This design comes from an exercise in tuning for small area and a short achievable clock period on the open sky130 flow, not from production work. In this exercise RTL edits were held to simulation tests only and were not proved equivalent to the original.

==> garnet <==
// servo_frontend
module servo_frontend (
	input  logic         clk1,
	input  logic         i_rst_n,
	input  logic [127:0] i_cfg,
	input  logic [32:0]  i_adc,
	input  logic [24:0]  i_dac,
	output logic [3:0]   o_afe,
	output logic [72:0]  o_filt,
	output logic [2:0]   o_spi,
	output logic         o_ldac_n,
	output logic         o_dac_credit
);
export LEC_CHECK = 0
export ABC_AREA = 0
export CAP_MARGIN = 20
export CORE_MARGIN = 2
export CORE_UTILIZATION = 60
export PLACE_DENSITY = 0.7
export SLEW_MARGIN = 20
export SYNTH_HIERARCHICAL = 1
export SYNTH_MINIMUM_KEEP_SIZE = 0
create_clock -name core_clock -period 11.5 [get_ports {clk1}]
standard.sh (not shown) runs the stock make flow with config.mk's settings and CLKGATE_MAP_FILE= SYNTH_SCRIPT=/design/flow/synth_recipe.tcl, a recipe that flattens the netlist after the stock synthesis.
==> flow/flow/run.sh <==
#!/bin/bash
# Standard layout (the standard.sh, standard synthesis unchanged), with
# - a tighter setup target for ORFS's timing repair (repair_timing
#   -setup_margin); the clock period and constraints stay the standard flow's,
# - every input and output port buffered with a buf_2 instead of the
#   larger cell buffer_ports picks by itself.
set -euo pipefail
export SETUP_SLACK_MARGIN=6.5
export BUFFER_PORTS_ARGS="-buffer_cell sky130_fd_sc_hd__buf_2"
bash standard.sh finish > standard.log 2>&1
==> violet (differences from garnet) <==
--- a/flow/design.v
+++ b/flow/design.v
@@ -117,13 +117,17 @@
 	logic [31:0] p1_a;
 	logic [31:0] p1_b;
 	logic [31:0] p1_da;
 	logic [31:0] p1_db;
 	logic [23:0] y_prev;
 	logic [23:0] y_n;
-	logic [23:0] y_new;
+	logic [23:0] y_d;
+	logic [23:0] y_other;
+	logic        s_acc;
+	logic        s_x;
+	logic        s_hold;
 	logic [23:0] acc_y;
 	logic        v_s1;
 	logic        v_s2;
 	assign {coef_on, coef_b0, coef_b1} = i_coef;
 	logic [18:0] a1_p;
 	logic [18:0] b0_p;
@@ -150,12 +154,13 @@
 		for (int j = 0; j < 9; j++) begin
 			a1_neg[j] <= i_a1[2*j+1];
 		end
 	end
 	assign x_in_n  = ~i_x;
 	assign x_cur_n = ~x_cur;
+	assign y_n     = ~y_prev;
 	logic [24:0] ay_pp0, ay_pp0_sel;
 	logic [24:0] ay_pp1, ay_pp1_sel;
 	logic [24:0] ay_pp2, ay_pp2_sel;
 	logic [24:0] ay_pp3, ay_pp3_sel;
 	logic [24:0] ay_pp4, ay_pp4_sel;
 	logic [24:0] ay_pp5, ay_pp5_sel;
@@ -2265,12 +2270,36 @@
 	iir_xor2 u_cpa_n489 (.a(cpa_hs55), .b(cpa_n460), .y(cpa_n489));
 	iir_xor2 u_cpa_n490 (.a(cpa_hs56), .b(cpa_n462), .y(cpa_n490));
 	iir_xor2 u_cpa_n491 (.a(cpa_hs57), .b(cpa_n464), .y(cpa_n491));
 	iir_xor2 u_cpa_n492 (.a(cpa_hs58), .b(cpa_n466), .y(cpa_n492));
 	iir_xor2 u_cpa_n493 (.a(cpa_n1), .b(cpa_n468), .y(cpa_n493));
 	assign acc_y = {cpa_n493, cpa_n492, cpa_n491, cpa_n490, cpa_n489, cpa_n488, cpa_n487, cpa_n486, cpa_n485, cpa_n484, cpa_n483, cpa_n482, cpa_n481, cpa_n480, cpa_n479, cpa_n478, cpa_n477, cpa_n476, cpa_n475, cpa_n474, cpa_n473, cpa_n472, cpa_n471, cpa_n470};
+	iir_ao21 u_yd0 (.a1(acc_y[0]), .a2(s_acc), .b(y_other[0]), .y(y_d[0]));
+	iir_ao21 u_yd1 (.a1(acc_y[1]), .a2(s_acc), .b(y_other[1]), .y(y_d[1]));
+	iir_ao21 u_yd2 (.a1(acc_y[2]), .a2(s_acc), .b(y_other[2]), .y(y_d[2]));
+	iir_ao21 u_yd3 (.a1(acc_y[3]), .a2(s_acc), .b(y_other[3]), .y(y_d[3]));
+	iir_ao21 u_yd4 (.a1(acc_y[4]), .a2(s_acc), .b(y_other[4]), .y(y_d[4]));
+	iir_ao21 u_yd5 (.a1(acc_y[5]), .a2(s_acc), .b(y_other[5]), .y(y_d[5]));
+	iir_ao21 u_yd6 (.a1(acc_y[6]), .a2(s_acc), .b(y_other[6]), .y(y_d[6]));
+	iir_ao21 u_yd7 (.a1(acc_y[7]), .a2(s_acc), .b(y_other[7]), .y(y_d[7]));
+	iir_ao21 u_yd8 (.a1(acc_y[8]), .a2(s_acc), .b(y_other[8]), .y(y_d[8]));
+	iir_ao21 u_yd9 (.a1(acc_y[9]), .a2(s_acc), .b(y_other[9]), .y(y_d[9]));
+	iir_ao21 u_yd10 (.a1(acc_y[10]), .a2(s_acc), .b(y_other[10]), .y(y_d[10]));
+	iir_ao21 u_yd11 (.a1(acc_y[11]), .a2(s_acc), .b(y_other[11]), .y(y_d[11]));
+	iir_ao21 u_yd12 (.a1(acc_y[12]), .a2(s_acc), .b(y_other[12]), .y(y_d[12]));
+	iir_ao21 u_yd13 (.a1(acc_y[13]), .a2(s_acc), .b(y_other[13]), .y(y_d[13]));
+	iir_ao21 u_yd14 (.a1(acc_y[14]), .a2(s_acc), .b(y_other[14]), .y(y_d[14]));
+	iir_ao21 u_yd15 (.a1(acc_y[15]), .a2(s_acc), .b(y_other[15]), .y(y_d[15]));
+	iir_ao21 u_yd16 (.a1(acc_y[16]), .a2(s_acc), .b(y_other[16]), .y(y_d[16]));
+	iir_ao21 u_yd17 (.a1(acc_y[17]), .a2(s_acc), .b(y_other[17]), .y(y_d[17]));
+	iir_ao21 u_yd18 (.a1(acc_y[18]), .a2(s_acc), .b(y_other[18]), .y(y_d[18]));
+	iir_ao21 u_yd19 (.a1(acc_y[19]), .a2(s_acc), .b(y_other[19]), .y(y_d[19]));
+	iir_ao21 u_yd20 (.a1(acc_y[20]), .a2(s_acc), .b(y_other[20]), .y(y_d[20]));
+	iir_ao21 u_yd21 (.a1(acc_y[21]), .a2(s_acc), .b(y_other[21]), .y(y_d[21]));
+	iir_ao21 u_yd22 (.a1(acc_y[22]), .a2(s_acc), .b(y_other[22]), .y(y_d[22]));
+	iir_ao21 u_yd23 (.a1(acc_y[23]), .a2(s_acc), .b(y_other[23]), .y(y_d[23]));
 	iir_bsel0 u_bx_pp0_s0 (.none(b0_none[0]), .nm(x_in_n[0]), .sel(bx_pp0_sel[0]));
 	iir_bx u_bx_pp0_x0 (.sel(bx_pp0_sel[0]), .neg(coef_b0[1]), .pp(bx_pp0[0]));
 	iir_bsel u_bx_pp0_s1 (.none(b0_none[0]), .ntwo(b0_ntwo[0]), .nm(x_in_n[1]), .nm1(x_in_n[0]), .sel(bx_pp0_sel[1]));
 	iir_bx u_bx_pp0_x1 (.sel(bx_pp0_sel[1]), .neg(coef_b0[1]), .pp(bx_pp0[1]));
 	iir_bsel u_bx_pp0_s2 (.none(b0_none[0]), .ntwo(b0_ntwo[0]), .nm(x_in_n[2]), .nm1(x_in_n[1]), .sel(bx_pp0_sel[2]));
 	iir_bx u_bx_pp0_x2 (.sel(bx_pp0_sel[2]), .neg(coef_b0[1]), .pp(bx_pp0[2]));
@@ -3114,13 +3143,16 @@
 	iir_fa u_p1t_fa472 (.a(p1t_hc86), .b(p1t_s446), .c(p1t_c445), .s(p1t_s472), .co(p1t_c472));
 	iir_fa u_p1t_fa473 (.a(p1m_pp8[12]), .b(p1t_hs90), .c(p1t_c446), .s(p1t_s473), .co(p1t_c473));
 	iir_fa u_p1t_fa474 (.a(p1m_pp7[15]), .b(p1m_pp8[13]), .c(p1t_hc90), .s(p1t_s474), .co(p1t_c474));
 	iir_ha u_p1t_ha93 (.a(p1m_pp7[16]), .b(p1m_pp8[14]), .s(p1t_hs93), .co(p1t_hc93));
 	assign p1_da = {p1m_pp8[15], p1t_hs93, p1t_s474, p1t_s473, p1t_s472, p1t_s471, p1t_s470, p1t_s469, p1t_s468, p1t_s467, p1t_s466, p1t_s465, p1t_s464, p1t_s463, p1t_s462, p1t_s461, p1t_s460, p1t_s459, p1t_s458, p1t_s457, p1t_s456, p1t_s455, p1t_s454, p1t_s453, p1t_s452, p1t_s451, p1t_s450, p1t_s449, p1t_s448, p1t_s447, p1t_hs92, p1t_hs91};
 	assign p1_db = {p1t_hc93, p1t_c474, p1t_c473, p1t_c472, p1t_c471, p1t_c470, p1t_c469, p1t_c468, p1t_c467, p1t_c466, p1t_c465, p1t_c464, p1t_c463, p1t_c462, p1t_c461, p1t_c460, p1t_c459, p1t_c458, p1t_c457, p1t_c456, p1t_c455, p1t_c454, p1t_c453, p1t_c452, p1t_c451, p1t_c450, p1t_c449, p1t_c448, p1t_c447, p1t_hc92, p1t_hc91, i_a1[9]};
-	assign y_new = coef_on ? acc_y : {x_cur, 8'b0};
+	assign s_acc   = i_rst_n & v_s1 & coef_on;
+	assign s_x     = i_rst_n & v_s1 & ~coef_on;
+	assign s_hold  = i_rst_n & ~v_s1;
+	assign y_other = ({x_cur, 8'b0} & {24{s_x}}) | (y_prev & {24{s_hold}});
 	always_ff @(posedge clk1) begin
 		if (!i_rst_n) begin
 			x_cur <= '0;
 			v_s1  <= 1'b0;
 		end else begin
 			v_s1 <= i_valid;
@@ -3133,22 +3165,17 @@
 		ff0_a <= ff0_da;
 		ff0_b <= ff0_db;
 		p1_a  <= p1_da;
 		p1_b  <= p1_db;
 	end
 	always_ff @(posedge clk1) begin
+		y_prev <= y_d;
 		if (!i_rst_n) begin
-			y_prev <= '0;
-			y_n    <= '1;
-			v_s2   <= 1'b0;
+			v_s2 <= 1'b0;
 		end else begin
 			v_s2 <= v_s1;
-			if (v_s1) begin
-				y_prev <= y_new;
-				y_n    <= ~y_new;
-			end
 		end
 	end
 	assign o_valid = v_s2;
 	assign o_y     = y_prev;
 endmodule
 module iir_sub24 (
@@ -3459,12 +3486,15 @@
 	input  logic sel,
 	input  logic neg,
 	output logic pp
 );
 	assign pp = ~(sel ^ neg);
 endmodule
+module iir_ao21 (input logic a1, input logic a2, input logic b, output logic y);
+	assign y = (a1 & a2) | b;
+endmodule
 module iir_aoi21 (input logic a1, input logic a2, input logic b, output logic y);
 	assign y = ~(b | (a1 & a2));
 endmodule
 module iir_oai21 (input logic a1, input logic a2, input logic b, output logic y);
 	assign y = ~(b & (a1 | a2));
 endmodule
==> flow/flow/run.sh (replaced) <==
#!/bin/bash
# Standard layout (the standard.sh, standard synthesis unchanged), with
# - a tighter setup target for ORFS's timing repair (repair_timing
#   -setup_margin); the clock period and constraints stay the standard flow's,
# - every input and output port buffered with a buf_2 instead of the
#   larger cell buffer_ports picks by itself.
set -euo pipefail
export SETUP_SLACK_MARGIN=6.0
export BUFFER_PORTS_ARGS="-buffer_cell sky130_fd_sc_hd__buf_2"
bash standard.sh finish > standard.log 2>&1
CORE_UTILIZATION = 40   (was 60)
PLACE_DENSITY = default   (was 0.7)
==> delta (differences from garnet) <==
--- a/flow/design.v
+++ b/flow/design.v
@@ -150,12 +150,13 @@
 		for (int j = 0; j < 9; j++) begin
 			a1_neg[j] <= i_a1[2*j+1];
 		end
 	end
 	assign x_in_n  = ~i_x;
 	assign x_cur_n = ~x_cur;
+	assign y_n     = ~y_prev;
 	logic [24:0] ay_pp0, ay_pp0_sel;
 	logic [24:0] ay_pp1, ay_pp1_sel;
 	logic [24:0] ay_pp2, ay_pp2_sel;
 	logic [24:0] ay_pp3, ay_pp3_sel;
 	logic [24:0] ay_pp4, ay_pp4_sel;
 	logic [24:0] ay_pp5, ay_pp5_sel;
@@ -3135,19 +3136,17 @@
 		p1_a  <= p1_da;
 		p1_b  <= p1_db;
 	end
 	always_ff @(posedge clk1) begin
 		if (!i_rst_n) begin
 			y_prev <= '0;
-			y_n    <= '1;
 			v_s2   <= 1'b0;
 		end else begin
 			v_s2 <= v_s1;
 			if (v_s1) begin
 				y_prev <= y_new;
-				y_n    <= ~y_new;
 			end
 		end
 	end
 	assign o_valid = v_s2;
 	assign o_y     = y_prev;
 endmodule
==> flow/flow/run.sh (replaced) <==
#!/bin/bash
# Standard layout (the standard.sh, standard synthesis unchanged), with
# - a tighter setup target for ORFS's timing repair (repair_timing
#   -setup_margin); the clock period and constraints stay the standard flow's,
# - every input and output port buffered with a buf_2 instead of the
#   larger cell buffer_ports picks by itself.
set -euo pipefail
export SETUP_SLACK_MARGIN=6.0
export BUFFER_PORTS_ARGS="-buffer_cell sky130_fd_sc_hd__buf_2"
bash standard.sh finish > standard.log 2>&1
CORE_UTILIZATION = 40   (was 60)
PLACE_DENSITY = default   (was 0.7)
==> ember (differences from garnet) <==
CORE_UTILIZATION = 40   (was 60)
PLACE_DENSITY = default   (was 0.7)
==> notes <==
In delta the synthesized area is smaller than in ember, by 2.9%.
The highest cell count belongs to ember, the lowest to garnet.
Sequential share of layout area, lowest first: ember, delta, garnet, violet.
In garnet the clock-buffer cell count is higher than in violet, by 4.
In critical path depth, ember and delta do not differ.
Non-clock buffer count: ember > garnet > delta > violet.
Of delta and garnet, garnet has the higher cell area (gap 7.0%, measured against garnet).
Die area, highest first: ember, violet, delta, garnet.

-- port drivers added, routing unchanged --
Ports are ideal in the flow. The routed layouts listed here were re-timed in OpenROAD. Step 1: set_driving_cell puts a clkbuf_16 on clk1 and a buf_2 on each other input, an assumption about the parent block. Step 2 adds t to the input delays and takes it off the output delays; t is the mean of the earliest and latest rising clock arrival at the registers after step 1. Input paths then give back, and output paths get back, about the clock's delay inside the block. Three values: ideal ports, drivers, drivers and shift; two values: the first two.
run | t (ns) | setup slack, ns | worst hold slack (ns) | pins driven straight from the clock port
garnet | 0.748 | 6.066 / 6.066 / 5.868 | 0.371 / 0.371 / 0.371 | 1
violet | 0.767 | 6.103 / 6.103 / 5.848 | 0.383 / 0.383 / 0.383 | 1
delta | 0.749 | 6.089 / 6.089 / 5.870 | 0.389 / 0.389 / 0.389 | 1
ember | 0.768 | 6.124 / 6.124 / 5.892 | 0.371 / 0.371 / 0.371 | 1
After both steps every run listed still meets setup and hold. The setup slack of violet, which loses most, moves by 0.000 ns with the drivers and by -0.255 ns with both steps.
